This is an optimization exercise on Yosys and OpenROAD, whose aim is small area and a short achievable clock period, not a production implementation. The RTL was checked by simulation tests, not by an equivalence proof against the original design. No activity file was given, so power comes from the tool's default toggle rates.

### flow/config.mk
export PLATFORM = sky130hd
export DESIGN_NAME = cfc_top
export DESIGN_NICKNAME = cfc_top
export VERILOG_FILES = /design/flow/design.v
export SDC_FILE = /design/flow/constraint.sdc
export NUM_CORES = 4
export LEC_CHECK = 0
export ABC_AREA = 1
export CAP_MARGIN = 20
export CORE_MARGIN = 2
export CORE_UTILIZATION = 55
export SLEW_MARGIN = 20
### flow/constraint.sdc
create_clock -name core_clock -period 5.5 [get_ports {clk}]
set_input_delay 1.1000 -clock core_clock [delete_from_list [all_inputs] [get_ports {clk}]]
set_output_delay 1.1000 -clock core_clock [all_outputs]
set_load 0.01 [all_outputs]
### flow/design.v
`timescale 1ns/1ps
`default_nettype none
package cfc_pkg;
    typedef logic [5-1:0]  log_reg_t;    
    typedef logic [6-1:0] phys_reg_t;   
    typedef logic [5-1:0]  rob_tag_t;    
    typedef logic [5-1:0]  frl_ptr_t;    
    typedef logic [3-1:0] ckpt_idx_t;   
    typedef struct packed {
        logic      valid;        
        logic      reg_write;    
        logic      branch;       
        log_reg_t  rd;
        log_reg_t  rs;
        log_reg_t  rt;
        phys_reg_t new_phys;     
        rob_tag_t  branch_tag;   
        frl_ptr_t  frl_head;     
    } dispatch_req_t;
    typedef struct packed {
        logic      valid;
        logic      reg_write;
        log_reg_t  rd;
        phys_reg_t phys;         
    } commit_req_t;
    typedef struct packed {
        logic     valid;
        rob_tag_t rob_tag;       
    } flush_req_t;
    typedef struct packed {
        rob_tag_t rob_tag;       
        frl_ptr_t frl_head;      
    } flush_rsp_t;
    typedef struct packed {
        logic      hit;          
        ckpt_idx_t idx;          
    } ckpt_sel_t;
    typedef struct packed {
        ckpt_sel_t rs;
        ckpt_sel_t rt;
        ckpt_sel_t rd;
    } lookup_sel_t;
    typedef struct packed {
        phys_reg_t rs_phys;       
        phys_reg_t rt_phys;       
        phys_reg_t rd_prev_phys;  
    } rename_rsp_t;
endpackage
`default_nettype wire
`timescale 1ns/1ps
`default_nettype none
module cfc_top (
    input  wire       clk,
    input  wire       resetb,
    input  wire       dispatch_valid,
    input  wire       dispatch_reg_write,
    input  wire       dispatch_branch,
    input  wire [4:0] dispatch_rd,
    input  wire [4:0] dispatch_rs,
    input  wire [4:0] dispatch_rt,
    input  wire [5:0] dispatch_new_phys,
    input  wire [4:0] dispatch_branch_tag,
    input  wire [4:0] dispatch_frl_head,
    input  wire       commit_valid,
    input  wire       commit_reg_write,
    input  wire [4:0] commit_rd,
    input  wire [5:0] commit_phys,
    input  wire [4:0] rob_top,
    input  wire       flush_valid,
    input  wire [4:0] flush_rob_tag,
    output wire [5:0] rename_rs_phys,
    output wire [5:0] rename_rt_phys,
    output wire [5:0] rename_rd_prev_phys,
    output wire [4:0] flush_rsp_rob_tag,
    output wire [4:0] flush_rsp_frl_head,
    output wire       full
);
    reg  [4:0]   e_rd [0:31];   
    reg  [5:0]   e_ph [0:31];   
    reg  [31:0]  e_wv;          
    reg  [4:0]   next_tag;      
    reg          init;          
    reg  [5:0]   rrat [0:31];   
    reg  [2:0]   head;          
    reg  [2:0]   tail;          
    reg  [7:0]   s_live;        
    reg          full_q;
    reg  [4:0]   s_tag [0:7];   
    reg  [4:0]   s_frl [0:7];   
    reg  [5:0]   rs_q, rt_q, rd_q;
    wire disp = dispatch_valid && !flush_valid;
    genvar g;
    wire [7:0] fmatch;
    wire [7:0] head_oh;
    wire [7:0] tail_oh;
    wire [4:0] frl_sel [0:8];
    wire [2:0] fidx_sel [0:8];
    wire [4:0] ttag_sel [0:8];
    assign frl_sel[0]  = 5'd0;
    assign fidx_sel[0] = 3'd0;
    assign ttag_sel[0] = 5'd0;
    generate
        for (g = 0; g < 8; g = g + 1) begin : g_slot
            assign head_oh[g]    = (head == 3'(g));
            assign tail_oh[g]    = (tail == 3'(g));
            assign fmatch[g]     = s_live[g] && (s_tag[g] == flush_rob_tag);
            assign frl_sel[g+1]  = frl_sel[g]  | ({5{fmatch[g]}}  & s_frl[g]);
            assign fidx_sel[g+1] = fidx_sel[g] | ({3{fmatch[g]}}  & 3'(g));
            assign ttag_sel[g+1] = ttag_sel[g] | ({5{tail_oh[g]}} & s_tag[g]);
            always @(posedge clk) begin
                if (dispatch_valid && dispatch_branch && !flush_valid && head_oh[g]) begin
                    s_tag[g] <= dispatch_branch_tag;
                    s_frl[g] <= dispatch_frl_head;
                end
            end
        end
    endgenerate
    wire       release_ok = commit_valid && s_live[tail] && (ttag_sel[8] == rob_top);
    wire       create     = disp && dispatch_branch;
    wire [2:0] f_idx      = fidx_sel[8];
    assign full               = full_q;
    assign flush_rsp_rob_tag  = flush_rob_tag;
    assign flush_rsp_frl_head = frl_sel[8];
    wire [2:0] tail_n = release_ok ? 3'(tail + 3'd1) : tail;
    wire [2:0] head_n = flush_valid ? f_idx : create ? 3'(head + 3'd1) : head;
    wire [7:0] kept;
    generate
        for (g = 0; g < 8; g = g + 1) begin : g_before
            wire [7:0] older_than;    
            genvar f;
            for (f = 0; f < 8; f = f + 1) begin : g_f
                assign older_than[f] = (3'(3'(g) - tail) < 3'(3'(f) - tail));
            end
            assign kept[g] = |(older_than & fmatch);
        end
    endgenerate
    wire [7:0] live_n = (s_live & ~({8{release_ok}} & tail_oh) & ({8{!flush_valid}} | kept))
                      | ({8{create}} & head_oh);
    wire       grow   = create && !release_ok;
    wire       shrink = release_ok && !create;
    wire       full_n = !flush_valid && (grow ? (3'(head + 3'd2) == tail) : (full_q && !shrink));
    always @(posedge clk or negedge resetb) begin
        if (!resetb) begin
            head   <= 3'd0;
            tail   <= 3'd0;
            s_live <= 8'd0;
            full_q <= 1'b0;
        end else begin
            head   <= head_n;
            tail   <= tail_n;
            s_live <= live_n;
            full_q <= full_n;
        end
    end
    wire [31:0] newer;
    wire [31:0] flushed;
    wire [31:0] tag_oh;
    wire        fwrap = (flush_rob_tag >= next_tag);
    generate
        for (g = 0; g < 32; g = g + 1) begin : g_win
            wire above_f = (5'(g) > flush_rob_tag);
            assign newer[g]   = (5'(g) < next_tag);
            assign tag_oh[g]  = (next_tag == 5'(g));
            assign flushed[g] = fwrap ? (above_f || newer[g]) : (above_f && newer[g]);
            always @(posedge clk or negedge resetb) begin
                if (!resetb)
                    e_wv[g] <= 1'b0;
                else if (flush_valid)
                    e_wv[g] <= e_wv[g] && !flushed[g];
                else if (dispatch_valid && tag_oh[g])
                    e_wv[g] <= dispatch_reg_write;
            end
            always @(posedge clk) begin
                if (disp && tag_oh[g]) begin
                    e_rd[g] <= dispatch_rd;
                    e_ph[g] <= dispatch_new_phys;
                end
            end
        end
    endgenerate
    always @(posedge clk or negedge resetb) begin
        if (!resetb) begin
            init     <= 1'b1;
            next_tag <= 5'd0;
        end else begin
            init <= 1'b0;
            if (init)
                next_tag <= rob_top;
            else if (flush_valid)
                next_tag <= flush_rob_tag + 5'd1;
            else if (dispatch_valid)
                next_tag <= next_tag + 5'd1;
        end
    end
    wire rrat_we = commit_valid && commit_reg_write;
    generate
        for (g = 0; g < 32; g = g + 1) begin : g_rrat
            always @(posedge clk or negedge resetb) begin
                if (!resetb)
                    rrat[g] <= 6'(g);
                else if (rrat_we && (commit_rd == 5'(g)))
                    rrat[g] <= commit_phys;
            end
        end
    endgenerate
    function automatic [5:0] lookup(input [4:0] op);
        reg [31:0] m, lo, hi, sel;
        reg [7:0]  gl, gh, gla, gha;
        reg        any_lo, any_m, wl, wh;
        reg [5:0]  res;
        integer    i, j, k;
        begin
            for (i = 0; i < 32; i = i + 1)
                m[i] = e_wv[i] && (e_rd[i] == op);
            lo = m & newer;
            hi = m & ~newer;
            for (k = 0; k < 8; k = k + 1) begin
                gl[k] = |lo[4*k +: 4];
                gh[k] = |hi[4*k +: 4];
            end
            for (k = 0; k < 8; k = k + 1) begin
                gla[k] = 1'b0;
                gha[k] = 1'b0;
                for (j = k + 1; j < 8; j = j + 1) begin
                    gla[k] = gla[k] | gl[j];
                    gha[k] = gha[k] | gh[j];
                end
            end
            any_lo = |gl;
            any_m  = any_lo | (|gh);
            for (i = 0; i < 32; i = i + 1) begin
                wl = 1'b0;
                wh = 1'b0;
                for (j = i + 1; j < 4 * (i / 4) + 4; j = j + 1) begin
                    wl = wl | lo[j];
                    wh = wh | hi[j];
                end
                sel[i] = (lo[i] && !wl && !gla[i/4]) || (hi[i] && !wh && !gha[i/4] && !any_lo);
            end
            res = 6'd0;
            for (i = 0; i < 32; i = i + 1)
                res = res | ({6{sel[i]}} & e_ph[i]);
            lookup = res | ({6{!any_m}} & rrat[op]);
        end
    endfunction
    always @(posedge clk) begin
        rs_q <= lookup(dispatch_rs);
        rt_q <= lookup(dispatch_rt);
        rd_q <= lookup(dispatch_rd);
    end
    assign rename_rs_phys      = rs_q;
    assign rename_rt_phys      = rt_q;
    assign rename_rd_prev_phys = rd_q;
endmodule
`default_nettype wire
### flow/run.sh
#!/bin/bash
# synth_recipe.tcl (not shown) runs the flow's synth.tcl, then flattens the netlist and writes it again
# the make line also repeats each setting of config.mk as NAME=value (left out here)
make -C /OpenROAD-flow-scripts/flow DESIGN_CONFIG=/design/flow/config.mk WORK_HOME=/design/flow/orfs CLKGATE_MAP_FILE= SYNTH_SCRIPT=/design/flow/synth_recipe.tcl finish
==> flow_summary.yaml, run 1 <==
worst_setup_path:
  r2r_slack_ns: 1.14
  r2r_cells: 16
  startpoint_type: "input pin"
  cp.arrival_ns: 4.06
  cp_max_fo: 9
  critPathKind: "input pin to output port"
  required_ns: 4.40
  worst_r2r_endpoint: "rs_q[4]$_DFF_P_"
  timing.rr.start: "next_tag[2]$_DFFE_PN0P_"
  cp-end-kind: "output port"
final_layout:
  drive_gt1_share_pct: 8.23
  area_delta_synth_final_pct: 10.8
  design_area_um2: 53100
  post-route-util_pct: 61.4
  nNetsFinal: 7163
sta:
  max_slew_margin_pct: 18.3
  tightest_slew_ns: 1.22
  rsz0062_at_grt: "false"
  fin_setup_tns_ns: 0
  fin_worst_skew_ns: 0.0325
  timing.final.crit_share_pct: 93.8
  setup_violations: 0
  slew_violations: 0
  clock.fmax_ghz: 0.194
  period_needed_ns: 5.16
  hold_viol: 0
routing:
  drtIter0Drc: 10660
  firstDrtPassIters: 11
  ant_nets: 0
  vias: 53841
  via_per_inst: 6.50
  wl_per_cell_um: 28.5
  routed_wl_mm: 236
  drcViolationCount: 0
cts:
  cts-resized-gates: 0
  clock_sinks: 695
  clockBufferDepth: 3
  cts_root_buf: "clkbuf_16"
  path_clk_slew_ns: 0.06
  postCtsSetupBuffers: 0
  hold_buffers: 0
  cts_made_buffers: 80
  cts_tree: "built"
  h-tree-depth: 3
  clock_latency_ns: 0.69
logic_synthesis:
  syn_nets: 7058
  ys_seq_area_share_pct: 40.8
  synth_most_common_cell: "nand2_1"
  synth_cells: 6953
  synth_area_um2: 48000
  synthTopCellsByCount: "nand2_1 (2,591), nor2_1 (980), inv_1 (584), o21ai_0 (490), edfxtp_1 (432)"
  synth-async-reset-ratio_pct: 35.3
  synth_cell_type_count: 63
  ys_seq_elements: 695
  ys_warn_count: 6
  ys.flop_type: "edfxtp_1"
  syn_area_per_cell_um2: 6.90
  synth_edf_count: 432
  synth_area_leaders: "edfxtp_1 (27%), nand2_1 (20%), dfrtp_1 (8.6%)"
  yosysTopAreaCell: "edfxtp_1"
  synth_top_area_share_pct: 27.0
placed_design:
  portBuffers: 88
  place_area_um2: 50400
  dp_hpwl_mm: 177
  place_congestion: 1.20
min_path:
  hold_path_class: "input pin to async pin"
global_route:
  grt_pass1_vias: 49150
  met1_usage_pct: 67.6
  antenna_found_initial: 11
  grtUsageMet3_pct: 24.9
  grt_max_degree: 137
  use_met2_pct: 69.4
  grt_util_all_layers_pct: 51.5
  busiest_layer: "met2"
  grt_pass1_wl_mm: 334
  grt_overflow: 0
power_and_ir_drop:
  p_int_mw: 10.1
  peakVddDrop_mv: 0.316
  power_per_cell_area_nw_per_um2: 287
  clock_power_share_pct: 36.8
  p_leak_nw: 24.4
  p_switching_mw: 5.17
  p_sw_share_pct: 33.8
  p_comb_share_pct: 21.7
  seqPwrFrac_pct: 41.5
die:
  die_h_um: 299
  start_util_pct: 55.4
  die_area_um2: 89600
  die-width_um: 299
  core_region_area_um2: 86600
  num_io_pins: 89
  fp-row-count: 108
run:
  timing.max_cap.violations: 0
status:
  status: "timing/DRC/antenna clean"
==> cell families after synthesis <==
| family | Yosys count | synth area share, % |
|---|---|---|
| AOI/OAI and AO/OA | 1002 | 12.4 |
| buffers and inverters | 851 | 7.51 |
| DFF | 695 | 40.8 |
| xor gates and xnor gates | 60 | 1.10 |
| other | 1 | 0.00782 |
| and+or+nand+nor | 4296 | 36.9 |
| adders and majority gates | 48 | 1.24 |
==> routing by layer <==
layer  share of wire (%)  wire (µm)
met4                 6.9      16300
met2                  38      90600
met1                  36      84500
met3                  19      44500
met5               0.084        198
==> final cells by class <==
type / instances / area [µm²]
sequential: 695 / 19600
antenna: 4 / 10.0
clock inverter: 38 / 417
inverter: 623 / 2350
tap: 1155 / 1450
multi-input combinational: 5407 / 24900
timing repair buffer: 251 / 2210
clock buffer: 108 / 2290
fill: 7780 / 33500
==> through the flow <==
| step | std cells | worst slack, ns | total power [mW] | hold slack (ns) |
|---|---|---|---|---|
| after floorplan | 6953 | 1.77 | 8.13 | 0.453 |
| after CTS | 8277 | 0.402 | 15.0 | 0.307 |
| after global placement | 8129 | 0.498 | 9.41 | 0.467 |
| final | 8281 | 0.342 | 15.3 | 0.308 |
| after detailed placement | 8131 | 0.494 | 9.49 | 0.476 |
| after global routing | 8278 | 0.184 | 15.6 | 0.337 |
==> placed cells by master (no fill, tap or decap), types with 8 or more instances in the layout <==
cell                n
buf_12             12
nand2_2            26
edfxtp_1          432
clkinv_1           16
dfrtp_1           164
or2_2               8
ha_1               45
nand2_1          2591
bufinv_16           8
a21oi_1           131
o21ai_1            25
nand4_1           190
nand3_1           331
clkdlybuf4s50_1    72
clkbuf_1           14
o22ai_1           162
inv_2              29
xor2_1             47
dfxtp_1            18
o21ai_2            45
clkbuf_8           10
nor2_4             16
clkinv_2           16
buf_2              12
nor3_1             64
a221oi_1           12
o21ai_4            20
dfstp_2            81
a22oi_1            28
a31oi_1            30
inv_1             583
nand3b_1           14
o21ai_0           489
buf_4             153
nor2_2             28
nor2_1            973
nor3b_1            24
a211oi_1           12
xnor2_1            13
clkbuf_16          84
==> power groups by stage <==
stage	clock network (mW)	registers (mW)	logic (mW)
after floorplan	0	6.22	1.91
after global placement	0	6.39	3.02
after detailed placement	0	6.40	3.09
after CTS	5.61	6.30	3.11
after global routing	5.80	6.35	3.47
final	5.63	6.34	3.31
==> worst max-delay path: stages <==
cell and delay (ns):
clkdlybuf4s50_1 0.71, clkinv_1 0.37, nor2_1 0.18, a221oi_1 0.06, nand3_1 0.20, inv_1 0.21
a22o_1 0.24, a221oi_1 0.27, nand4_1 0.18, clkdlybuf4s50_1 0.52
==> worst max path at each step <==
stage	from	end	slack (ns)	cells past startpoint
floorplan	flush_rob_tag[2]	flush_rsp_frl_head[2]	1.77	10
global placement	flush_rob_tag[0]	flush_rsp_frl_head[0]	0.50	9
detailed placement	flush_rob_tag[0]	flush_rsp_frl_head[0]	0.49	9
CTS	flush_rob_tag[0]	flush_rsp_frl_head[2]	0.40	10
global route	flush_rob_tag[0]	flush_rsp_frl_head[2]	0.18	10
finish	flush_rob_tag[0]	flush_rsp_frl_head[2]	0.34	10
==> state kept, by name (all words and copies together), names as in the netlist <==
name and count:
s_tag 40, s_live 8, full_q 1, rd_q 6
head 3, tail 3, e_ph 192, init 1
e_rd 160, s_frl 40, rt_q 6, rrat 192
next_tag 5, rs_q 6, e_wv 32
==> inputs of run 2 (changes only) <==
--- a/flow/config.mk
+++ b/flow/config.mk
@@ -9,4 +9,5 @@
 export CAP_MARGIN = 20
 export CORE_MARGIN = 2
 export CORE_UTILIZATION = 55
+export SETUP_SLACK_MARGIN = 1.0
 export SLEW_MARGIN = 20
==> flow_summary.yaml, run 2 <==
logic_synthesis:
  ys_warn_count: 6
  synth_area_um2: 48000
  ys.flop_type: "edfxtp_1"
  synth_most_common_cell: "nand2_1"
  synth_cell_type_count: 63
  synth_cells: 6953
  synth_top_area_share_pct: 27.0
  syn_area_per_cell_um2: 6.90
  synth-async-reset-ratio_pct: 35.3
  ys_seq_area_share_pct: 40.8
  synth_area_leaders: "edfxtp_1 (27%), nand2_1 (20%), dfrtp_1 (8.6%)"
  synth_edf_count: 432
  synthTopCellsByCount: "nand2_1 (2,591), nor2_1 (980), inv_1 (584), o21ai_0 (490), edfxtp_1 (432)"
  ys_seq_elements: 695
  yosysTopAreaCell: "edfxtp_1"
  syn_nets: 7058
worst_setup_path:
  r2r_cells: 16
  timing.rr.start: "next_tag[2]$_DFFE_PN0P_"
  cp-end-kind: "output port"
  cp_max_fo: 9
  cp.arrival_ns: 3.37
  r2r_slack_ns: 1.15
  worst_r2r_endpoint: "rs_q[4]$_DFF_P_"
  crit_end: "flush_rsp_frl_head[0]"
  crit_path_start: "flush_rob_tag[1]"
  startpoint_type: "input pin"
  critPathKind: "input pin to output port"
  required_ns: 4.40
cts:
  clock_sinks: 695
  hold_buffers: 0
  path_clk_slew_ns: 0.06
  h-tree-depth: 3
  cts_tree: "built"
  cts_made_buffers: 80
  clockBufferDepth: 3
  clock_latency_ns: 0.69
  cts_root_buf: "clkbuf_16"
global_route:
  grt_overflow: 0
  grt_max_degree: 137
  grt_pass1_wl_mm: 334
  grt_util_all_layers_pct: 51.5
  antenna_found_initial: 11
  grt_pass1_vias: 49159
routing:
  drtIter0Drc: 10718
  drcViolationCount: 0
  wl_per_cell_um: 28.5
  firstDrtPassIters: 11
  ant_nets: 0
  vias: 54027
  via_per_inst: 6.52
  routed_wl_mm: 236
power_and_ir_drop:
  power_per_cell_area_nw_per_um2: 287
  peakVddDrop_mv: 0.317
  p_leak_nw: 24.4
die:
  die_area_um2: 89600
  start_util_pct: 55.4
  num_io_pins: 89
  fp-row-count: 108
  core_region_area_um2: 86600
  die_h_um: 299
  die-width_um: 299
placed_design:
  place_congestion: 1.20
  dp_slack_ns: 0.494
  dp_hpwl_mm: 177
  portBuffers: 88
  place_area_um2: 50400
  dp.cells: 8131
sta:
  tightest_slew_ns: 1.21
  rsz0062_at_grt: "true"
  fin_setup_tns_ns: 0
  setup_violations: 0
  timing.final.crit_share_pct: 81.2
  max_slew_margin_pct: 19.6
  slew_violations: 0
  period_needed_ns: 4.47
  hold_viol: 0
  clock.fmax_ghz: 0.224
  fin_worst_skew_ns: 0.0345
  fin_ws_ns: 1.03
  timing.hold.ws_ns: 0.310
status:
  status: "timing/DRC/antenna clean"
final_layout:
  design_area_um2: 53300
  final_cell_mix: "nand2_1 (2,591), nor2_1 (973), inv_1 (579), o21ai_0 (489), edfxtp_1 (432)"
  reg.largest.list: "e_ph: 192 flops, rrat: 192 flops, e_rd: 160 flops"
  area_delta_synth_final_pct: 11.1
  drive_gt1_share_pct: 8.58
  fin_cells: 8289
  layout_commonest_cell: "nand2_1"
  n_fill_cell: 7765
  nNetsFinal: 7170
min_path:
  hold_path_class: "input pin to async pin"
run:
  timing.max_cap.violations: 0
run 2: cell counts after synthesis:
No cell type changed its count.
run 2: cell type report:
cell class | instances | area, µm² | share of cell area, %
Antenna cell | 5 | 12.5 | 0.0235
Clock buffer | 108 | 2290 | 4.30
Clock inverter | 38 | 417 | 0.782
Inverter | 623 | 2370 | 4.45
Multi-Input combinational cell | 5407 | 24900 | 46.7
Sequential cell | 695 | 19600 | 36.7
Tap cell | 1155 | 1450 | 2.71
Timing Repair Buffer | 258 | 2270 | 4.26
run 2: power breakdown:
group	internal (mW)	switching, mW
Clock	3.30	2.33
Combinational	0.880	2.44
Sequential	5.93	0.404
run 2: repair_timing:
| action | CTS | global route |
|---|---|---|
| gates cloned | 0 | 0 |
| endpoints found under the hold margin | 0 | 0 |
| setup buffers | 1 | 6 |
| endpoints found under the setup margin | 5 | 5 |
| pin swaps | 1 | 6 |
| resized for setup | 20 | 16 |
run 2: how the worst min path moves through the flow:
stage	slack (ns)	from	to
2_1_floorplan	0.45	rrat[10][0]$_DFFE_PN0P_	rrat[10][0]$_DFFE_PN0P_
3_3_place_gp	0.47	rrat[2][4]$_DFFE_PN0P_	rrat[2][4]$_DFFE_PN0P_
3_5_place_dp	0.48	rrat[21][3]$_DFFE_PN0P_	rrat[21][3]$_DFFE_PN0P_
4_1_cts	0.31	resetb	rrat[5][4]$_DFFE_PN0P_
5_1_grt	0.34	resetb	rrat[1][3]$_DFFE_PN0P_
6_report	0.31	resetb	rrat[18][2]$_DFFE_PN0P_
run 2: worst max-delay path, cell delays in order:
cell             delay [ns]
clkdlybuf4s50_1        0.52
inv_1                  0.16
o22ai_1                0.23
nor2_1                 0.09
nand3_2                0.15
clkinv_2               0.20
a22oi_1                0.26
nand4_1                0.14
clkdlybuf4s50_1        0.53
run 2: metal layers:
layer / up-vias / routed length (µm) / GRT usage [%] / share of wire, %
met5: - / 57 / 0.370 / 0.024
met4: 8 / 17000 / 27.8 / 7.2
met3: 1216 / 43900 / 24.8 / 19
met2: 4981 / 90000 / 69.4 / 38
met1: 24779 / 85500 / 67.6 / 36
li1: 23043 / - / - / -
run 2: cell families after synthesis:
group                    share of synthesized area [%]
AO/OA/AOI/OAI                                     12.4
XOR/XNOR                                          1.10
adder cells (fa/ha/maj)                           1.24
buffers and inverters                             7.51
flip-flops                                        40.8
other                                          0.00782
AND/OR/NAND/NOR                                   36.9
run 2: stage by stage:
| step | utilization (%) | power, mW |
|---|---|---|
| floorplan | - | 8.13 |
| global placement | 58.2 | 9.41 |
| detailed placement | 58.2 | 9.49 |
| CTS | 61.4 | 15.0 |
| global route | 61.5 | 15.6 |
| finish | 61.5 | 15.3 |
==> inputs of run 3 (changes only) <==
--- a/flow/design.v
+++ b/flow/design.v
@@ -95,10 +95,8 @@
     wire [7:0] tail_oh;
     wire [4:0] frl_sel [0:8];
     wire [2:0] fidx_sel [0:8];
-    wire [4:0] ttag_sel [0:8];
     assign frl_sel[0]  = 5'd0;
     assign fidx_sel[0] = 3'd0;
-    assign ttag_sel[0] = 5'd0;
     generate
         for (g = 0; g < 8; g = g + 1) begin : g_slot
             assign head_oh[g]    = (head == 3'(g));
@@ -106,7 +104,6 @@
             assign fmatch[g]     = s_live[g] && (s_tag[g] == flush_rob_tag);
             assign frl_sel[g+1]  = frl_sel[g]  | ({5{fmatch[g]}}  & s_frl[g]);
             assign fidx_sel[g+1] = fidx_sel[g] | ({3{fmatch[g]}}  & 3'(g));
-            assign ttag_sel[g+1] = ttag_sel[g] | ({5{tail_oh[g]}} & s_tag[g]);
             always @(posedge clk) begin
                 if (dispatch_valid && dispatch_branch && !flush_valid && head_oh[g]) begin
                     s_tag[g] <= dispatch_branch_tag;
@@ -115,7 +112,13 @@
             end
         end
     endgenerate
-    wire       release_ok = commit_valid && s_live[tail] && (ttag_sel[8] == rob_top);
+    wire [7:0] top_hit;
+    generate
+        for (g = 0; g < 8; g = g + 1) begin : g_top
+            assign top_hit[g] = tail_oh[g] && s_live[g] && (s_tag[g] == rob_top);
+        end
+    endgenerate
+    wire       release_ok = commit_valid && (|top_hit);
     wire       create     = disp && dispatch_branch;
     wire [2:0] f_idx      = fidx_sel[8];
     assign full               = full_q;
==> flow/config.mk (replaced) <==
export PLATFORM = sky130hd
export DESIGN_NAME = cfc_top
export DESIGN_NICKNAME = cfc_top
export VERILOG_FILES = /design/flow/design.v
export SDC_FILE = /design/flow/constraint.sdc
export NUM_CORES = 4
export LEC_CHECK = 0
export ABC_AREA = 0
export CAP_MARGIN = 20
export CORE_MARGIN = 2
export CORE_UTILIZATION = 45
export SETUP_SLACK_MARGIN = 2.0
export SLEW_MARGIN = 20
==> flow_summary.yaml, run 3 <==
status:
  status: "aborted with a tool error"
  stop_stage: "5_1_grt"
  toolErrorMsg: "[ERROR GRT-0116] Global routing finished with congestion. Check the congestion regions in the DRC Viewer."
logic_synthesis:
  synth_most_common_cell: "nand2_1"
  synthTopCellsByCount: "nand2_1 (461), edfxtp_1 (432), xnor2_1 (414), nor2_1 (273), a22oi_1 (213)"
  ys.flop_type: "edfxtp_1"
  synth-async-reset-ratio_pct: 35.3
  synth_area_um2: 48000
  syn_area_per_cell_um2: 9.68
  ys_warn_count: 6
  ys_seq_area_share_pct: 40.8
  synth_top_area_share_pct: 27.0
  synth_cell_type_count: 109
  synth_edf_count: 432
  synth_cells: 4959
  syn_nets: 5064
  synth_area_leaders: "edfxtp_1 (27%), dfrtp_1 (8.6%), xnor2_1 (7.6%)"
  ys_seq_elements: 695
  yosysTopAreaCell: "edfxtp_1"
placed_design:
  place_congestion: 1.29
  dp_slack_ns: -0.134
  portBuffers: 88
  dp_hpwl_mm: 254
  place_area_um2: 54900
  dp.cells: 6782
die:
  die_h_um: 331
  num_io_pins: 89
  fp-row-count: 119
  start_util_pct: 45.5
  die-width_um: 331
cts:
  h-tree-depth: 3
  cts_root_buf: "clkbuf_16"
  clock_sinks: 695
  clockBufferDepth: 3
  hold_buffers: 0
  cts_made_buffers: 81
global_route:
  grt_max_degree: 90
  grt_util_all_layers_pct: 70.7
  grt_pass1_vias: 60533
  grt_pass1_wl_mm: 533
  grt_overflow: 60
==> run 3: changes by cell type after synthesis, moves of 74 or more <==
| cell | change |
|---|---|
| a221oi_1 | +80 |
| a22o_1 | +91 |
| a22oi_1 | +185 |
| and3_1 | +74 |
| inv_1 | -509 |
| mux2_2 | +207 |
| nand2_1 | -2130 |
| nand3_1 | -135 |
| nor2_1 | -707 |
| nor3_1 | +134 |
| nor4_1 | +107 |
| o21ai_0 | -280 |
| o22ai_1 | -134 |
| xnor2_1 | +401 |
==> run 3: worst min-delay path by stage <==
| stage | start | end | cells past startpoint | slack (ns) |
|---|---|---|---|---|
| 2_1_floorplan | s_live[4]$_DFF_PN0_ | s_live[4]$_DFF_PN0_ | 1 | 0.46 |
| 3_3_place_gp | s_live[4]$_DFF_PN0_ | s_live[4]$_DFF_PN0_ | 1 | 0.49 |
| 3_5_place_dp | s_live[4]$_DFF_PN0_ | s_live[4]$_DFF_PN0_ | 1 | 0.50 |
| 4_1_cts | resetb | rrat[1][5]$_DFFE_PN0P_ | 1 | 0.43 |
==> run 3: power by group through the flow <==
stage	clock network, mW	registers (mW)	logic [mW]
after floorplan	0	6.16	1.25
after global placement	0	6.48	2.20
after detailed placement	0	6.47	2.25
after CTS	5.85	6.37	2.57
==> run 3: logic make-up after synthesis <==
kind of cell	count (synthesis)	share of synthesized area, %
XOR/XNOR	534	9.75
adder cells (fa/ha/maj)	47	1.22
AO/OA/AOI/OAI	1167	17.7
AND/OR/NAND/NOR	1925	21.3
buffers and inverters	339	3.45
other	1	0.00782
multiplexers	251	5.80
flip-flops	695	40.8
==> run 3: metal layers <==
metal / GRT overflow / track usage (%)
met1: 0 / 73.0
met2: 35 / 88.4
met3: 0 / 52.4
met4: 25 / 68.5
met5: 0 / 18.0
==> run 3: per-stage QoR <==
stage | power [mW] | utilization (%)
4_1_cts | 14.8 | 58.6
3_5_place_dp | 8.72 | 52.0
3_3_place_gp | 8.69 | 52.0
2_1_floorplan | 7.41 | -
==> run 3: what timing repair did <==
item	in CTS
pin swaps	118
gates cloned	9
buffers inserted	179
hold endpoints to repair	0
gates resized for setup	545
setup endpoints to repair	54
==> inputs of run 4 (changes only) <==
--- a/flow/design.v
+++ b/flow/design.v
@@ -207,10 +207,10 @@
         end
     endgenerate
     function automatic [5:0] lookup(input [4:0] op);
-        reg [31:0] m, lo, hi, sel;
-        reg [7:0]  gl, gh, gla, gha;
-        reg        any_lo, any_m, wl, wh;
-        reg [5:0]  res;
+        reg [31:0] m, lo, hi;
+        reg [7:0]  gml, gmh, la, ha, gk;
+        reg        any_lo, any_m, w;
+        reg [5:0]  loc, res;
         integer    i, j, k;
         begin
             for (i = 0; i < 32; i = i + 1)
@@ -218,31 +218,31 @@
             lo = m & newer;
             hi = m & ~newer;
             for (k = 0; k < 8; k = k + 1) begin
-                gl[k] = |lo[4*k +: 4];
-                gh[k] = |hi[4*k +: 4];
-            end
+                gml[k] = |lo[4*k +: 4];
+                gmh[k] = |hi[4*k +: 4];
+            end
+            any_lo = |gml;
+            any_m  = any_lo | (|gmh);
             for (k = 0; k < 8; k = k + 1) begin
-                gla[k] = 1'b0;
-                gha[k] = 1'b0;
+                la[k] = 1'b0;
+                ha[k] = 1'b0;
                 for (j = k + 1; j < 8; j = j + 1) begin
-                    gla[k] = gla[k] | gl[j];
-                    gha[k] = gha[k] | gh[j];
-                end
-            end
-            any_lo = |gl;
-            any_m  = any_lo | (|gh);
-            for (i = 0; i < 32; i = i + 1) begin
-                wl = 1'b0;
-                wh = 1'b0;
-                for (j = i + 1; j < 4 * (i / 4) + 4; j = j + 1) begin
-                    wl = wl | lo[j];
-                    wh = wh | hi[j];
-                end
-                sel[i] = (lo[i] && !wl && !gla[i/4]) || (hi[i] && !wh && !gha[i/4] && !any_lo);
+                    la[k] = la[k] | gml[j];
+                    ha[k] = ha[k] | gmh[j];
+                end
+                gk[k] = la[k] | (!gml[k] && (any_lo || ha[k]));
             end
             res = 6'd0;
-            for (i = 0; i < 32; i = i + 1)
-                res = res | ({6{sel[i]}} & e_ph[i]);
+            for (k = 0; k < 8; k = k + 1) begin
+                loc = 6'd0;
+                for (i = 4 * k; i < 4 * k + 4; i = i + 1) begin
+                    w = newer[i] ? 1'b0 : gml[k];
+                    for (j = i + 1; j < 4 * k + 4; j = j + 1)
+                        w = w | (newer[i] ? lo[j] : hi[j]);
+                    loc = loc | ({6{m[i] && !w}} & e_ph[i]);
+                end
+                res = res | ({6{!gk[k]}} & loc);
+            end
             lookup = res | ({6{!any_m}} & rrat[op]);
         end
     endfunction
==> flow/flow/run.sh (new file) <==
#!/bin/bash
# Layout flow: the standard flow, except that timing repair may resize a
# gate to a cell of another footprint (MATCH_CELL_FOOTPRINT=0).
set -euo pipefail
bash standard.sh MATCH_CELL_FOOTPRINT=0 finish > standard.log 2>&1
==> flow/standard.sh (new file) <==
#!/bin/bash
# synth_recipe.tcl (not shown) runs the flow's synth.tcl, then flattens the netlist and writes it again
# the make line also repeats each setting of config.mk as NAME=value (left out here)
make -C /OpenROAD-flow-scripts/flow DESIGN_CONFIG=/design/flow/config.mk WORK_HOME=/design/flow/orfs CLKGATE_MAP_FILE= SYNTH_SCRIPT=/design/flow/synth_recipe.tcl "${@:-finish}"
--- a/flow/config.mk
+++ b/flow/config.mk
@@ -5,7 +5,7 @@
 export SDC_FILE = /design/flow/constraint.sdc
 export NUM_CORES = 4
 export LEC_CHECK = 0
-export ABC_AREA = 0
+export ABC_AREA = 1
 export CAP_MARGIN = 20
 export CORE_MARGIN = 2
 export CORE_UTILIZATION = 45
removed: flow/run.sh
==> flow_summary.yaml, run 4 <==
global_route:
  antenna_found_initial: 13
  grt_max_degree: 111
  grt_pass1_vias: 49911
  grt_pass1_wl_mm: 366
  grt_util_all_layers_pct: 46.0
  grt_overflow: 0
logic_synthesis:
  ys.flop_type: "edfxtp_1"
  synthTopCellsByCount: "nand2_1 (1,919), nor2_1 (896), nand3_1 (702), inv_1 (666), o21ai_0 (458)"
  synth_area_leaders: "edfxtp_1 (27%), nand2_1 (15%), dfrtp_1 (8.4%)"
  synth_fa_ha_area_share_pct: 1.15
  synth_compound_area_share_pct: 12.9
  yosysTopAreaCell: "edfxtp_1"
  synth_xor_area_share_pct: 1.42
  synth_top_family_by_area: "simple AND/OR/NAND/NOR gates"
  synthMuxAreaShare_pct: 0
  synth_area_um2: 48900
  synth_top_area_share_pct: 26.6
  syn_area_per_cell_um2: 7.06
  ys_seq_area_share_pct: 40.0
  synth_simple_gate_area_share_pct: 36.5
  synth-async-reset-ratio_pct: 35.3
  ys_warn_count: 6
  synth_cells: 6919
  syn_nets: 7024
  synth_cell_type_count: 70
  synth_edf_count: 432
  synth_most_common_cell: "nand2_1"
  ys_seq_elements: 695
routing:
  via_per_inst: 6.46
  ant_nets: 0
  drcViolationCount: 0
  vias: 55246
  wl_per_cell_um: 30.8
  drtIter0Drc: 9240
  firstDrtPassIters: 10
  routed_wl_mm: 263
sta:
  rsz0062_at_grt: "true"
  hold_viol: 0
  fin_setup_tns_ns: 0
  timing.final.crit_share_pct: 67.7
  setup_violations: 0
  max_slew_margin_pct: 19.4
  clock.fmax_ghz: 0.269
  timing.hold.ws_ns: 0.255
  period_needed_ns: 3.72
  slew_violations: 0
  fin_worst_skew_ns: 0.0332
  tightest_slew_ns: 1.21
cts:
  hold_buffers: 0
  path_clk_slew_ns: 0.06
  clock_latency_ns: 0.71
  cts_root_buf: "clkbuf_16"
  cts_tree: "built"
  h-tree-depth: 3
  clock_sinks: 695
  clockBufferDepth: 3
  cts_made_buffers: 82
worst_setup_path:
  crit_path_top_delay_cell: "a221oi_1"
  startpoint_type: "input pin"
  r2r_cells: 16
  cp_max_fo: 6
  cpPeakStageDelay_ns: 0.21
  path_buf_inv: 5
  cp.arrival_ns: 2.62
  critPathKind: "input pin to output port"
  cpMostUsedCell: "buf_8"
  crit_family: "buffers and inverters"
  cp-end-kind: "output port"
  required_ns: 4.40
  worst-path-stages: 12
  path_cells: "buf_8 > clkinvlp_4 > buf_8 > o22ai_4 > a21oi_2 > nand3_2 > inv_4 > nand2_1 > o21ai_1 > a221oi_1 > nand4_1 > buf_2"
final_layout:
  layout_commonest_cell: "nand2_1"
  reg.largest.list: "e_ph: 192 flops, rrat: 192 flops, e_rd: 160 flops"
  fin_cells: 8548
  post-route-util_pct: 51.9
  drive_gt1_share_pct: 11.1
  final_cell_mix: "nand2_1 (1,903), nor2_1 (851), nand3_1 (686), inv_1 (656), o21ai_0 (443)"
  nNetsFinal: 7178
  area_delta_synth_final_pct: 14.1
placed_design:
  dp.cells: 8333
  place_congestion: 1.19
  portBuffers: 88
  dp_hpwl_mm: 199
die:
  core_region_area_um2: 107000
  die_area_um2: 111000
  die-width_um: 334
  fp-row-count: 120
  num_io_pins: 89
  start_util_pct: 45.5
  die_h_um: 334
power_and_ir_drop:
  peakVddDrop_mv: 0.290
  p_leak_nw: 24.2
  power_per_cell_area_nw_per_um2: 275
  power_mw: 15.3
run:
  timing.max_cap.violations: 0
min_path:
  hold_path_class: "input pin to async pin"
status:
  status: "timing/DRC/antenna clean"
==> run 4: changes by cell type after synthesis, moves of 199 or more <==
cell     change
xnor2_1    -387
a22oi_1    -199
mux2_2     -207
o22ai_1    +218
o21ai_0    +248
nand2_1   +1458
inv_1      +591
nand3_1    +506
nor2_1     +623
==> run 4: kinds of logic after synthesis <==
kind of cell / after synthesis
AO/OA/AOI/OAI: 1090
XOR/XNOR: 79
adder cells (fa/ha/maj): 45
buffers and inverters: 958
flip-flops: 695
other: 1
AND/OR/NAND/NOR: 4051
==> run 4: power breakdown <==
group,leakage (nW),total (mW),internal (mW),switching [mW]
registers,6.99,6.29,5.92,0.373
logic,15.9,3.36,0.844,2.52
clock network,1.33,5.67,3.19,2.48
total,24.2,15.3,9.96,5.37
==> run 4: path summary, 6_finish.rpt <==
check,start,endpoint,slack [ns]
worst max-delay path,flush_rob_tag[2],flush_rsp_frl_head[1],1.78
worst min-delay path,resetb,rrat[16][3]$_DFFE_PN0P_,0.26
worst max register to register,next_tag[4]$_DFFE_PN0P_,rt_q[2]$_DFF_P_,2.00
worst min register to register,rrat[21][5]$_DFFE_PN0P_,rrat[21][5]$_DFFE_PN0P_,0.49
max in group asynchronous,resetb,next_tag[1]$_DFFE_PN0P_,4.23
min in group core_clock,rrat[21][5]$_DFFE_PN0P_,rrat[21][5]$_DFFE_PN0P_,0.49
==> run 4: cell type report <==
class / count / area (µm²)
fill: 10481 / 51600
tap: 1403 / 1760
timing repair buffer: 305 / 2820
multi-input combinational: 5266 / 26000
timing repair inverter: 1 / 5.00
sequential: 695 / 19600
inverter: 722 / 2830
clock inverter: 48 / 512
antenna: 4 / 10.0
clock buffer: 104 / 2260
==> run 4: repair_timing <==
item                                    in CTS  in global routing
setup buffers                               33                 23
endpoints found under the setup margin      28                 46
gates resized for setup                    135                126
cloned                                       2                  0
pin swaps                                   23                 26
==> run 4: layer usage <==
metal / up-vias / part of all wire [%] / track usage, %
met5: - / 0.099 / 0.738
met4: 14 / 5.9 / 21.2
met3: 917 / 17 / 19.9
met2: 4563 / 38 / 61.9
met1: 26018 / 39 / 62.8
li1: 23734 / - / -
==> run 4: per-stage QoR <==
step | area (µm²) | worst slack (ns)
3_5_place_dp | 51600 | 0.381
4_1_cts | 55000 | 1.75
6_report | 55700 | 1.78
5_1_grt | 55700 | 1.74
3_3_place_gp | 51600 | 0.397
2_1_floorplan | 48900 | 2.01
==> inputs of run 5 (changes only) <==
--- a/flow/design.v
+++ b/flow/design.v
@@ -77,7 +77,8 @@
 );
     reg  [4:0]   e_rd [0:31];   
     reg  [5:0]   e_ph [0:31];   
-    reg  [31:0]  e_wv;          
+    reg  [31:0]  e_wl;          
+    reg  [31:0]  e_wh;          
     reg  [4:0]   next_tag;      
     reg          init;          
     reg  [5:0]   rrat [0:31];   
@@ -155,23 +156,31 @@
             full_q <= full_n;
         end
     end
-    wire [31:0] newer;
+    wire [31:0] e_wv = e_wl | e_wh;
     wire [31:0] flushed;
     wire [31:0] tag_oh;
+    wire [31:0] wv_n;
+    wire [31:0] newer_n;
     wire        fwrap = (flush_rob_tag >= next_tag);
+    wire [4:0]  next_n = init ? rob_top :
+                         flush_valid ? 5'(flush_rob_tag + 5'd1) :
+                         dispatch_valid ? 5'(next_tag + 5'd1) : next_tag;
     generate
         for (g = 0; g < 32; g = g + 1) begin : g_win
             wire above_f = (5'(g) > flush_rob_tag);
-            assign newer[g]   = (5'(g) < next_tag);
             assign tag_oh[g]  = (next_tag == 5'(g));
-            assign flushed[g] = fwrap ? (above_f || newer[g]) : (above_f && newer[g]);
+            assign flushed[g] = fwrap ? (above_f || e_wl[g]) : (above_f && e_wl[g]);
+            assign wv_n[g]    = flush_valid ? (e_wv[g] && !flushed[g]) :
+                                (dispatch_valid && tag_oh[g]) ? dispatch_reg_write : e_wv[g];
+            assign newer_n[g] = (5'(g) < next_n);
             always @(posedge clk or negedge resetb) begin
-                if (!resetb)
-                    e_wv[g] <= 1'b0;
-                else if (flush_valid)
-                    e_wv[g] <= e_wv[g] && !flushed[g];
-                else if (dispatch_valid && tag_oh[g])
-                    e_wv[g] <= dispatch_reg_write;
+                if (!resetb) begin
+                    e_wl[g] <= 1'b0;
+                    e_wh[g] <= 1'b0;
+                end else begin
+                    e_wl[g] <= wv_n[g] && newer_n[g];
+                    e_wh[g] <= wv_n[g] && !newer_n[g];
+                end
             end
             always @(posedge clk) begin
                 if (disp && tag_oh[g]) begin
@@ -187,12 +196,7 @@
             next_tag <= 5'd0;
         end else begin
             init <= 1'b0;
-            if (init)
-                next_tag <= rob_top;
-            else if (flush_valid)
-                next_tag <= flush_rob_tag + 5'd1;
-            else if (dispatch_valid)
-                next_tag <= next_tag + 5'd1;
+            next_tag <= next_n;
         end
     end
     wire rrat_we = commit_valid && commit_reg_write;
@@ -214,9 +218,10 @@
         integer    i, j, k;
         begin
             for (i = 0; i < 32; i = i + 1)
-                m[i] = e_wv[i] && (e_rd[i] == op);
-            lo = m & newer;
-            hi = m & ~newer;
+                m[i] = (e_rd[i] == op);
+            lo = m & e_wl;
+            hi = m & e_wh;
+            m  = lo | hi;
             for (k = 0; k < 8; k = k + 1) begin
                 gml[k] = |lo[4*k +: 4];
                 gmh[k] = |hi[4*k +: 4];
@@ -236,9 +241,9 @@
             for (k = 0; k < 8; k = k + 1) begin
                 loc = 6'd0;
                 for (i = 4 * k; i < 4 * k + 4; i = i + 1) begin
-                    w = newer[i] ? 1'b0 : gml[k];
+                    w = e_wl[i] ? 1'b0 : gml[k];
                     for (j = i + 1; j < 4 * k + 4; j = j + 1)
-                        w = w | (newer[i] ? lo[j] : hi[j]);
+                        w = w | (e_wl[i] ? lo[j] : hi[j]);
                     loc = loc | ({6{m[i] && !w}} & e_ph[i]);
                 end
                 res = res | ({6{!gk[k]}} & loc);
==> flow_summary.yaml, run 5 <==
status:
  status: "timing/DRC/antenna clean"
sta:
  setup_violations: 0
  fin_setup_tns_ns: 0
  tightest_slew_ns: 1.17
  slew_violations: 0
  rsz0062_at_grt: "true"
  clock.fmax_ghz: 0.276
  max_slew_margin_pct: 21.4
  timing.final.crit_share_pct: 65.8
  fin_worst_skew_ns: 0.0291
  period_needed_ns: 3.62
  timing.hold.ws_ns: 0.356
  hold_viol: 0
power_and_ir_drop:
  p_leak_nw: 23.8
  peakVddDrop_mv: 0.292
  power_per_cell_area_nw_per_um2: 282
die:
  start_util_pct: 45.5
  die-width_um: 333
  core_region_area_um2: 107000
  die_h_um: 333
  fp-row-count: 120
  num_io_pins: 89
  die_area_um2: 111000
logic_synthesis:
  synth_area_um2: 48800
  synth_top_area_share_pct: 26.6
  yosysTopAreaCell: "edfxtp_1"
  ys_seq_area_share_pct: 41.7
  ys.flop_type: "edfxtp_1"
  ys_warn_count: 6
  synth_edf_count: 432
  ys_seq_elements: 726
  synth_cell_type_count: 70
  syn_nets: 6719
  synth_most_common_cell: "nand2_1"
  syn_area_per_cell_um2: 7.38
  synth_cells: 6615
  synth_area_leaders: "edfxtp_1 (27%), nand2_1 (14%), dfrtp_1 (10%)"
  synthTopCellsByCount: "nand2_1 (1,757), nor2_1 (804), nand3_1 (682), inv_1 (667), edfxtp_1 (432)"
  synth-async-reset-ratio_pct: 38.0
worst_setup_path:
  cp.arrival_ns: 2.52
  crit_path_start: "flush_rob_tag[4]"
  path_cells: "buf_8 > clkinvlp_4 > buf_12 > o22ai_2 > a221oi_2 > nand3_2 > clkinvlp_4 > a22oi_2 > nand2_1 > a21oi_2 > nand4_1 > buf_2"
  r2r_slack_ns: 2.20
  worst_r2r_endpoint: "s_live[5]$_DFF_PN0_"
  cp_max_fo: 8
  cpPeakStageDelay_ns: 0.18
  required_ns: 4.40
  timing.rr.start: "tail[0]$_DFFE_PN0P_"
  crit_path_top_delay_cell: "buf_12"
  cpMostUsedCell: "clkinvlp_4"
  startpoint_type: "input pin"
  r2r_cells: 10
  cp-end-kind: "output port"
  critPathKind: "input pin to output port"
routing:
  firstDrtPassIters: 9
  drcViolationCount: 0
  ant_nets: 0
  drtIter0Drc: 8798
  wl_per_cell_um: 31.1
  vias: 53598
  routed_wl_mm: 257
  via_per_inst: 6.48
cts:
  clock_sinks: 726
  cts_tree: "built"
  clockBufferDepth: 3
  h-tree-depth: 3
  cts_root_buf: "clkbuf_16"
  cts_made_buffers: 86
  path_clk_slew_ns: 0.06
  clock_latency_ns: 0.72
global_route:
  grt_pass1_vias: 48769
  grt_util_all_layers_pct: 45.0
  grt_max_degree: 98
  antenna_found_initial: 16
  grt_overflow: 0
  grt_pass1_wl_mm: 358
final_layout:
  post-route-util_pct: 51.8
  fin_cells: 8273
  nNetsFinal: 6892
  layout_commonest_cell: "nand2_1"
  design_area_um2: 55600
  reg.largest.list: "e_ph: 192 flops, rrat: 192 flops, e_rd: 160 flops"
  n_fill_cell: 10265
  area_delta_synth_final_pct: 13.8
  drive_gt1_share_pct: 10.3
  final_cell_mix: "nand2_1 (1,742), nor2_1 (766), nand3_1 (671), inv_1 (653), edfxtp_1 (432)"
placed_design:
  portBuffers: 88
  dp.cells: 8040
  dp_hpwl_mm: 195
  place_area_um2: 51200
  place_congestion: 1.19
run:
  timing.max_cap.violations: 0
min_path:
  hold_path_class: "input pin to async pin"
run 5: cell types whose count changed after synthesis, sizes merged, moves of 28 or more:
cell,before,now
xnor2,27,107
a31oi,33,5
o22ai,246,297
nand4,299,328
nand2,1963,1780
nand3,716,684
a21oi,217,148
dfrtp,164,195
xor2,52,125
nor2,946,842
o21ai,485,397
run 5: kinds of logic (layout without fill, tap and decap cells):
kind of cell    count (synthesis)  in the layout  share of synthesized area, %
simple gates                 3720           3720                          33.1
compound gates                977            977                          11.7
buf+inv                       914           1160                          8.19
flops                         726            726                          41.7
xor+xnor                      232            232                          4.16
fa+ha+maj                      45             45                          1.15
other cells                     1             10                       0.00768
run 5: stage by stage:
| stage | total power, mW | setup slack [ns] |
|---|---|---|
| floorplan | 7.93 | 1.98 |
| global placement | 9.30 | 0.429 |
| detailed placement | 9.31 | 0.392 |
| CTS | 15.4 | 1.87 |
| global route | 16.0 | 1.79 |
| finish | 15.7 | 1.88 |
run 5: cell type report:
type	count	area (µm²)	area share (%)
Clock buffer	113	2400	4.32
Multi-Input combinational cell	4975	25000	45.0
Sequential cell	726	20300	36.6
Inverter	696	2730	4.91
Tap cell	1403	1760	3.16
Antenna cell	9	22.5	0.0405
Timing Repair Buffer	303	2710	4.88
Clock inverter	48	581	1.04
run 5: worst max-delay path by stage:
| stage | endpoint | slack, ns | depth (start not counted) |
|---|---|---|---|
| after floorplan | flush_rsp_frl_head[3] | 1.98 | 11 |
| after global placement | flush_rsp_frl_head[4] | 0.43 | 9 |
| after detailed placement | flush_rsp_frl_head[4] | 0.39 | 9 |
| after CTS | flush_rsp_frl_head[3] | 1.87 | 12 |
| after global routing | flush_rsp_frl_head[3] | 1.79 | 12 |
| final | flush_rsp_frl_head[3] | 1.88 | 12 |
run 5: worst max-delay path: cells and delay by family:
family,cells,cell delay [ns]
buffers and inverters,5,0.73
AO/OA/AOI/OAI,4,0.41
AND/OR/NAND/NOR,3,0.28
run 5: timing repair:
action                                 CTS  global route
pin swaps                               21            12
buffers inserted                        47            15
hold buffers                             0             0
endpoints found under the hold margin    0             0
gates cloned                             0             0
setup endpoints to repair               62            68
resized for setup                      148           131
run 5: report_power, final:
| group | total (mW) | internal [mW] | switching (mW) |
|---|---|---|---|
| clock network | 6.14 | 3.54 | 2.60 |
| registers | 6.47 | 6.15 | 0.317 |
| logic | 3.04 | 0.753 | 2.29 |
run 5: per-layer routing:
layer / share of wire (%) / global-route usage (%) / vias up
li1: - / - / 22821
met1: 40 / 62.1 / 25688
met2: 39 / 60.8 / 4301
met3: 16 / 20.6 / 772
met4: 4.8 / 17.5 / 16
met5: 0.12 / 0 / -
==> inputs of run 6 (changes only) <==
--- a/flow/design.v
+++ b/flow/design.v
@@ -102,8 +102,9 @@
         for (g = 0; g < 8; g = g + 1) begin : g_slot
             assign head_oh[g]    = (head == 3'(g));
             assign tail_oh[g]    = (tail == 3'(g));
-            assign fmatch[g]     = s_live[g] && (s_tag[g] == flush_rob_tag);
-            assign frl_sel[g+1]  = frl_sel[g]  | ({5{fmatch[g]}}  & s_frl[g]);
+            wire   teq           = (s_tag[g] == flush_rob_tag);
+            assign fmatch[g]     = s_live[g] && teq;
+            assign frl_sel[g+1]  = frl_sel[g]  | ({5{teq}} & ({5{s_live[g]}} & s_frl[g]));
             assign fidx_sel[g+1] = fidx_sel[g] | ({3{fmatch[g]}}  & 3'(g));
             always @(posedge clk) begin
                 if (dispatch_valid && dispatch_branch && !flush_valid && head_oh[g]) begin
==> flow_summary.yaml, run 6 <==
status:
  status: "timing/DRC/antenna clean"
logic_synthesis:
  synth_top_area_share_pct: 26.8
  synth-async-reset-ratio_pct: 38.0
  synth_area_um2: 48400
  synth_cell_type_count: 69
  synth_cells: 6497
  yosysTopAreaCell: "edfxtp_1"
  ys_seq_elements: 726
  syn_area_per_cell_um2: 7.44
  ys_warn_count: 6
  synthTopCellsByCount: "nand2_1 (1,772), nor2_1 (782), inv_1 (640), nand3_1 (534), edfxtp_1 (432)"
  synth_edf_count: 432
  synth_most_common_cell: "nand2_1"
  syn_nets: 6601
  ys.flop_type: "edfxtp_1"
  ys_seq_area_share_pct: 42.1
  synth_area_leaders: "edfxtp_1 (27%), nand2_1 (14%), dfrtp_1 (10%)"
power_and_ir_drop:
  p_comb_share_pct: 18.2
  p_int_mw: 10.4
  power_per_cell_area_nw_per_um2: 280
  peakVddDrop_mv: 0.273
  p_leak_nw: 23.7
  p_sw_share_pct: 32.7
  p_switching_mw: 5.05
  seqPwrFrac_pct: 42.1
  clock_power_share_pct: 39.8
cts:
  cts_root_buf: "clkbuf_16"
  cts_tree: "built"
  path_clk_slew_ns: 0.06
  h-tree-depth: 3
  clockBufferDepth: 3
  hold_buffers: 0
  cts_made_buffers: 87
  clock_sinks: 726
  clock_latency_ns: 0.71
routing:
  met3_length_mm: 38.4
  wl_per_cell_um: 31.0
  drt-met1-wl_mm: 102
  top_layer: "met5"
  vias: 52242
  route.met2.wl_mm: 99.2
  drcViolationCount: 0
  ant_nets: 0
  routed_wl_mm: 253
  via_per_inst: 6.40
  firstDrtPassIters: 9
  drtIter0Drc: 8663
die:
  fp-row-count: 120
  core_region_area_um2: 107000
  die-width_um: 332
  die_area_um2: 110000
  start_util_pct: 45.3
  num_io_pins: 89
  die_h_um: 332
placed_design:
  dp_hpwl_mm: 191
  place_congestion: 1.14
  place_area_um2: 50900
  portBuffers: 88
  dp.cells: 7921
final_layout:
  reg.largest.list: "e_ph: 192 flops, rrat: 192 flops, e_rd: 160 flops"
  post-route-util_pct: 51.6
  multiInputGateArea_um2: 24700
  final_cell_mix: "nand2_1 (1,760), nor2_1 (741), inv_1 (627), nand3_1 (527), edfxtp_1 (432)"
  fin_cells: 8167
  drive_gt1_share_pct: 10.0
  nNetsFinal: 6784
  n_fill_cell: 10150
  regArea_um2: 20300
  design_area_um2: 55100
  layout_commonest_cell: "nand2_1"
  area_delta_synth_final_pct: 13.9
sta:
  timing.final.crit_share_pct: 67.0
  timing.hold.ws_ns: 0.297
  clock.fmax_ghz: 0.271
  slew_violations: 0
  tightest_slew_ns: 1.19
  max_slew_margin_pct: 20.5
  period_needed_ns: 3.69
  fin_setup_tns_ns: 0
  fin_worst_skew_ns: 0.0263
  rsz0062_at_grt: "true"
  hold_viol: 0
  setup_violations: 0
worst_setup_path:
  cp.arrival_ns: 2.59
  startpoint_type: "input pin"
  required_ns: 4.40
  cp_max_fo: 9
  critPathKind: "input pin to output port"
  cp-end-kind: "output port"
global_route:
  grt_max_degree: 106
  grt_overflow: 0
  grt_pass1_vias: 47247
  grt_util_all_layers_pct: 44.4
  antenna_found_initial: 14
  grt_pass1_wl_mm: 350
min_path:
  hold_path_class: "input pin to async pin"
run:
  timing.max_cap.violations: 0
==> run 6: changes by cell type in the layout (fill, tap and decap cells not counted), moves of 25 or more <==
cell     delta
xor2_1     +48
nand3_1   -144
inv_1      -26
nor2_1     -25
o21ai_0    +34
o22ai_1    -25
==> run 6: path summary, 6_finish.rpt <==
path / start / cells after the start / slack [ns] / end
setup reg to reg: tail[0]$_DFFE_PN0P_ / 14 / 2.19 / s_live[4]$_DFF_PN0_
max in group asynchronous: resetb / 2 / 4.04 / rrat[20][5]$_DFFE_PN0P_
hold / removal: resetb / 1 / 0.30 / rrat[8][5]$_DFFE_PN0P_
min in group core_clock: rrat[1][4]$_DFFE_PN0P_ / 2 / 0.48 / rrat[1][4]$_DFFE_PN0P_
setup / recovery: flush_rob_tag[1] / 11 / 1.81 / flush_rsp_frl_head[3]
hold reg to reg: rrat[1][4]$_DFFE_PN0P_ / 2 / 0.48 / rrat[1][4]$_DFFE_PN0P_
==> run 6: what timing repair did <==
| action | in CTS | in global routing |
|---|---|---|
| gates resized for setup | 133 | 100 |
| cloned | 2 | 0 |
| setup endpoints to repair | 99 | 43 |
| pin swaps | 26 | 20 |
| buffers inserted | 43 | 28 |
==> run 6: cells by family after synthesis <==
group                      synth area share, %
AOI/OAI and AO/OA                         12.0
xor gates and xnor gates                  5.25
adders and majority gates                 1.16
buffers and inverters                     7.64
DFF                                       42.1
other                                  0.00775
and+or+nand+nor                           31.9
==> run 6: per-stage QoR <==
step           worst slack [ns]  power, mW
2_1_floorplan              2.00       7.81
3_3_place_gp              0.482       9.13
3_5_place_dp              0.475       9.14
4_1_cts                    1.82       15.2
5_1_grt                    1.72       15.8
6_report                   1.81       15.4
==> run 6: cell type report <==
| class | instances | area share (%) |
|---|---|---|
| antenna | 10 | 0.0454 |
| clock buffer | 112 | 4.36 |
| clock inverter | 51 | 1.04 |
| inverter | 669 | 4.72 |
| multi-input combinational | 4897 | 44.9 |
| sequential | 726 | 36.9 |
| tap | 1403 | 3.19 |
| timing repair buffer | 299 | 4.88 |
==> run 6: routing by layer <==
| metal | track usage, % | vias to the layer above |
|---|---|---|
| met2 | 61.2 | 4068 |
| met5 | 0 | - |
| met4 | 18.4 | 12 |
| li1 | - | 22369 |
| met1 | 61.9 | 25049 |
| met3 | 17.1 | 744 |
==> run 6: critical path: stages <==
cell and delay, ns:
buf_8 0.10, buf_12 0.13, xor2_1 0.15, a21oi_1 0.13, nand4_1 0.25, inv_4 0.12, buf_6 0.12, buf_6 0.11
a22oi_1 0.08, nand4_1 0.12, buf_2 0.14
==> run 6: power groups by stage <==
stage	logic (mW)	clock network (mW)	registers (mW)
6_report	2.81	6.14	6.50
5_1_grt	2.91	6.35	6.51
4_1_cts	2.62	6.16	6.47
3_5_place_dp	2.58	0	6.57
3_3_place_gp	2.56	0	6.56
2_1_floorplan	1.40	0	6.41
==> inputs of run 7 (changes only) <==
--- a/flow/config.mk
+++ b/flow/config.mk
@@ -8,6 +8,6 @@
 export ABC_AREA = 1
 export CAP_MARGIN = 20
 export CORE_MARGIN = 2
-export CORE_UTILIZATION = 45
+export CORE_UTILIZATION = 55
 export SETUP_SLACK_MARGIN = 2.0
 export SLEW_MARGIN = 20
==> flow_summary.yaml, run 7 <==
worst_setup_path:
  cp-end-kind: "output port"
  path_cells: "buf_8 > buf_8 > xnor2_2 > nor3b_2 > nand4_1 > clkinvlp_4 > buf_6 > buf_6 > a22oi_2 > nand4_1 > buf_2"
  crit_path_top_delay_cell: "clkinvlp_4"
  timing.rr.start: "tail[0]$_DFFE_PN0P_"
  crit_path_start: "flush_rob_tag[0]"
  startpoint_type: "input pin"
  cpPeakStageDelay_ns: 0.19
  cp.arrival_ns: 2.69
  critPathKind: "input pin to output port"
  cp_max_fo: 7
  required_ns: 4.40
sta:
  rsz0062_at_grt: "true"
  hold_viol: 0
  period_needed_ns: 3.79
  tightest_slew_ns: 1.23
  setup_violations: 0
  max_slew_margin_pct: 17.3
  clock.fmax_ghz: 0.264
  timing.final.crit_share_pct: 68.8
  slew_violations: 0
  fin_setup_tns_ns: 0
  fin_ws_ns: 1.71
  fin_worst_skew_ns: 0.0418
logic_synthesis:
  ys.flop_type: "edfxtp_1"
  synthTopCellsByCount: "nand2_1 (1,772), nor2_1 (782), inv_1 (640), nand3_1 (534), edfxtp_1 (432)"
  synth_area_um2: 48400
  ys_seq_elements: 726
  synth_cells: 6497
  synth_most_common_cell: "nand2_1"
  synth_cell_type_count: 69
  syn_nets: 6601
  synth_area_leaders: "edfxtp_1 (27%), nand2_1 (14%), dfrtp_1 (10%)"
  synth_top_area_share_pct: 26.8
  ys_warn_count: 6
  yosysTopAreaCell: "edfxtp_1"
  ys_seq_area_share_pct: 42.1
  synth_edf_count: 432
  syn_area_per_cell_um2: 7.44
  synth-async-reset-ratio_pct: 38.0
placed_design:
  dp_slack_ns: 0.339
  portBuffers: 88
  place_congestion: 1.21
  dp_hpwl_mm: 181
power_and_ir_drop:
  peakVddDrop_mv: 0.321
  power_per_cell_area_nw_per_um2: 285
  p_comb_share_pct: 18.1
  clock_power_share_pct: 40.3
  seqPwrFrac_pct: 41.6
  p_int_mw: 10.6
  p_sw_share_pct: 32.1
  p_switching_mw: 5.00
  p_leak_nw: 23.6
cts:
  h-tree-depth: 3
  cts_made_buffers: 83
  clockBufferDepth: 3
  path_clk_slew_ns: 0.06
  clock_latency_ns: 0.72
  clock_sinks: 726
  cts_tree: "built"
  cts_root_buf: "clkbuf_16"
routing:
  route.met2.wl_mm: 91.7
  drt-met1-wl_mm: 87.7
  via_per_inst: 6.88
  ant_nets: 0
  firstDrtPassIters: 15
  top_layer: "met5"
  routed_wl_mm: 244
  vias: 54088
  drtIter0Drc: 11072
  met3_length_mm: 47.0
  wl_per_cell_um: 31.0
  drcViolationCount: 0
final_layout:
  layout_commonest_cell: "nand2_1"
  final_cell_mix: "nand2_1 (1,767), nor2_1 (742), inv_1 (629), nand3_1 (528), edfxtp_1 (432)"
  area_delta_synth_final_pct: 12.7
  drive_gt1_share_pct: 9.25
  reg.largest.list: "e_ph: 192 flops, rrat: 192 flops, e_rd: 160 flops"
  nNetsFinal: 6738
run:
  timing.max_cap.violations: 0
die:
  die_h_um: 301
  core_region_area_um2: 86900
  start_util_pct: 55.7
  num_io_pins: 89
  die-width_um: 301
  die_area_um2: 90300
  fp-row-count: 108
global_route:
  grt_max_degree: 94
  antenna_found_initial: 17
  grt_pass1_vias: 49385
  grt_util_all_layers_pct: 52.5
  grt_pass1_wl_mm: 342
  grt_overflow: 0
status:
  status: "timing/DRC/antenna clean"
min_path:
  hold_path_class: "input pin to async pin"
## run 7: changes by cell type in the layout (fill, tap and decap cells not counted), moves of 5 or more
| cell | change |
|---|---|
| nand2_1 | +7 |
| nor3_4 | +5 |
| buf_4 | -37 |
| bufinv_16 | +5 |
| nand2_2 | -8 |
| buf_6 | -6 |
| clkbuf_1 | -6 |
| clkbuf_8 | -6 |
## run 7: path summary, 6_finish.rpt
kind / end / slack (ns) / depth (start not counted)
max: flush_rsp_frl_head[0] / 1.71 / 11
max reg2reg: s_live[4]$_DFF_PN0_ / 2.14 / 14
max in group asynchronous: s_live[2]$_DFF_PN0_ / 3.78 / 2
min reg2reg: rrat[6][4]$_DFFE_PN0P_ / 0.49 / 2
min: rrat[23][3]$_DFFE_PN0P_ / 0.35 / 1
min in group core_clock: rrat[6][4]$_DFFE_PN0P_ / 0.49 / 2
## run 7: metrics by stage
step	utilization, %	power (mW)	hold slack [ns]	area [µm²]	std cells
2_1_floorplan	-	7.81	0.453	48400	6497
3_3_place_gp	57.9	8.99	0.467	50300	7646
3_5_place_dp	57.9	9.04	0.473	50300	7646
4_1_cts	61.9	15.2	0.425	53800	7833
5_1_grt	62.7	15.8	0.459	54500	7857
6_report	62.7	15.6	0.354	54500	7865
## run 7: what timing repair did
| item | 4_1_cts | 5_1_grt |
|---|---|---|
| gates resized for setup | 95 | 123 |
| hold buffers | 0 | 0 |
| buffers inserted | 31 | 20 |
| gates cloned | 3 | 1 |
| endpoints found under the setup margin | 117 | 123 |
| pin swaps | 12 | 16 |
## run 7: cells by family (layout without fill, tap and decap cells)
| kind of cell | count (synthesis) | after routing | share of synthesized area, % |
|---|---|---|---|
| and+or+nand+nor | 3563 | 3563 | 31.9 |
| adders and majority gates | 45 | 45 | 1.16 |
| xor gates and xnor gates | 290 | 290 | 5.25 |
| buffers and inverters | 874 | 1079 | 7.64 |
| DFF | 726 | 726 | 42.1 |
| other | 1 | 9 | 0.00775 |
| AOI/OAI and AO/OA | 998 | 998 | 12.0 |
## run 7: area by class of cell
class	count	area, µm²
repair buffers	255	2320
repair inverters	2	10.0
well taps	1155	1450
diodes	8	20.0
clock buffers	102	2330
clock inverters	51	698
flip-flops and latches	726	20300
multi-input cells	4897	24700
fillers	7454	32400
inverters	669	2610
## run 7: routing by layer
| layer | global-route usage, % | up-vias |
|---|---|---|
| met5 | 1.01 | - |
| met4 | 26.7 | 42 |
| met3 | 27.8 | 1359 |
| met2 | 69.8 | 5238 |
| met1 | 68.7 | 25159 |
| li1 | - | 22290 |
## run 7: critical path, delay by kind of cell
kind                      cells  cell delay (ns)
buffers and inverters         6             0.84
xor gates and xnor gates      1             0.12
AOI/OAI and AO/OA             1             0.14
and+or+nand+nor               3             0.45
## run 7: power by group through the flow
stage                     registers (mW)  clock network [mW]  logic [mW]
final                               6.48                6.27        2.81
after global routing                6.48                6.40        2.87
after CTS                           6.44                6.20        2.53
after detailed placement            6.54                   0        2.49
after global placement              6.53                   0        2.45
after floorplan                     6.41                   0        1.40

separate check: timing with driven ports:
How much do the figures lean on ideal ports? The routed layouts below were timed once more, with nothing changed but the port constraints.
Step 1 assumes that a clkbuf_16 drives the clock port and a buf_2 every other input.
Step 2 also shifts input and output timing later by t, the mid clock arrival at the registers, as if the neighbouring blocks saw the same clock.
Three values: ideal ports, drivers, drivers and shift; two values: the first two.
| run | t, ns | setup slack, ns | worst setup path at the end | worst register clock-pin slew, ns | worst data-port slew with drivers (ns) |
|---|---|---|---|---|---|
| run 1 | 0.755 | 0.342 / 0.309 / 0.309 | input to output | 0.07 / 0.07 | 0.06 |
| run 2 | 0.754 | 1.033 / 0.987 / 0.379 | input to register | 0.07 / 0.07 | 0.07 |
| run 4 | 0.776 | 1.778 / 1.718 / 1.090 | input to register | 0.07 / 0.07 | 0.06 |
| run 5 | 0.784 | 1.880 / 1.826 / 1.075 | input to register | 0.07 / 0.07 | 0.12 |
| run 6 | 0.784 | 1.815 / 1.770 / 1.064 | input to register | 0.07 / 0.07 | 0.10 |
| run 7 | 0.772 | 1.713 / 1.675 / 1.051 | input to register | 0.07 / 0.07 | 0.08 |
After both steps every run listed still meets setup and hold. For run 5, which loses most, drivers alone change the setup slack by -0.054 ns; drivers and shift together by -0.805 ns.
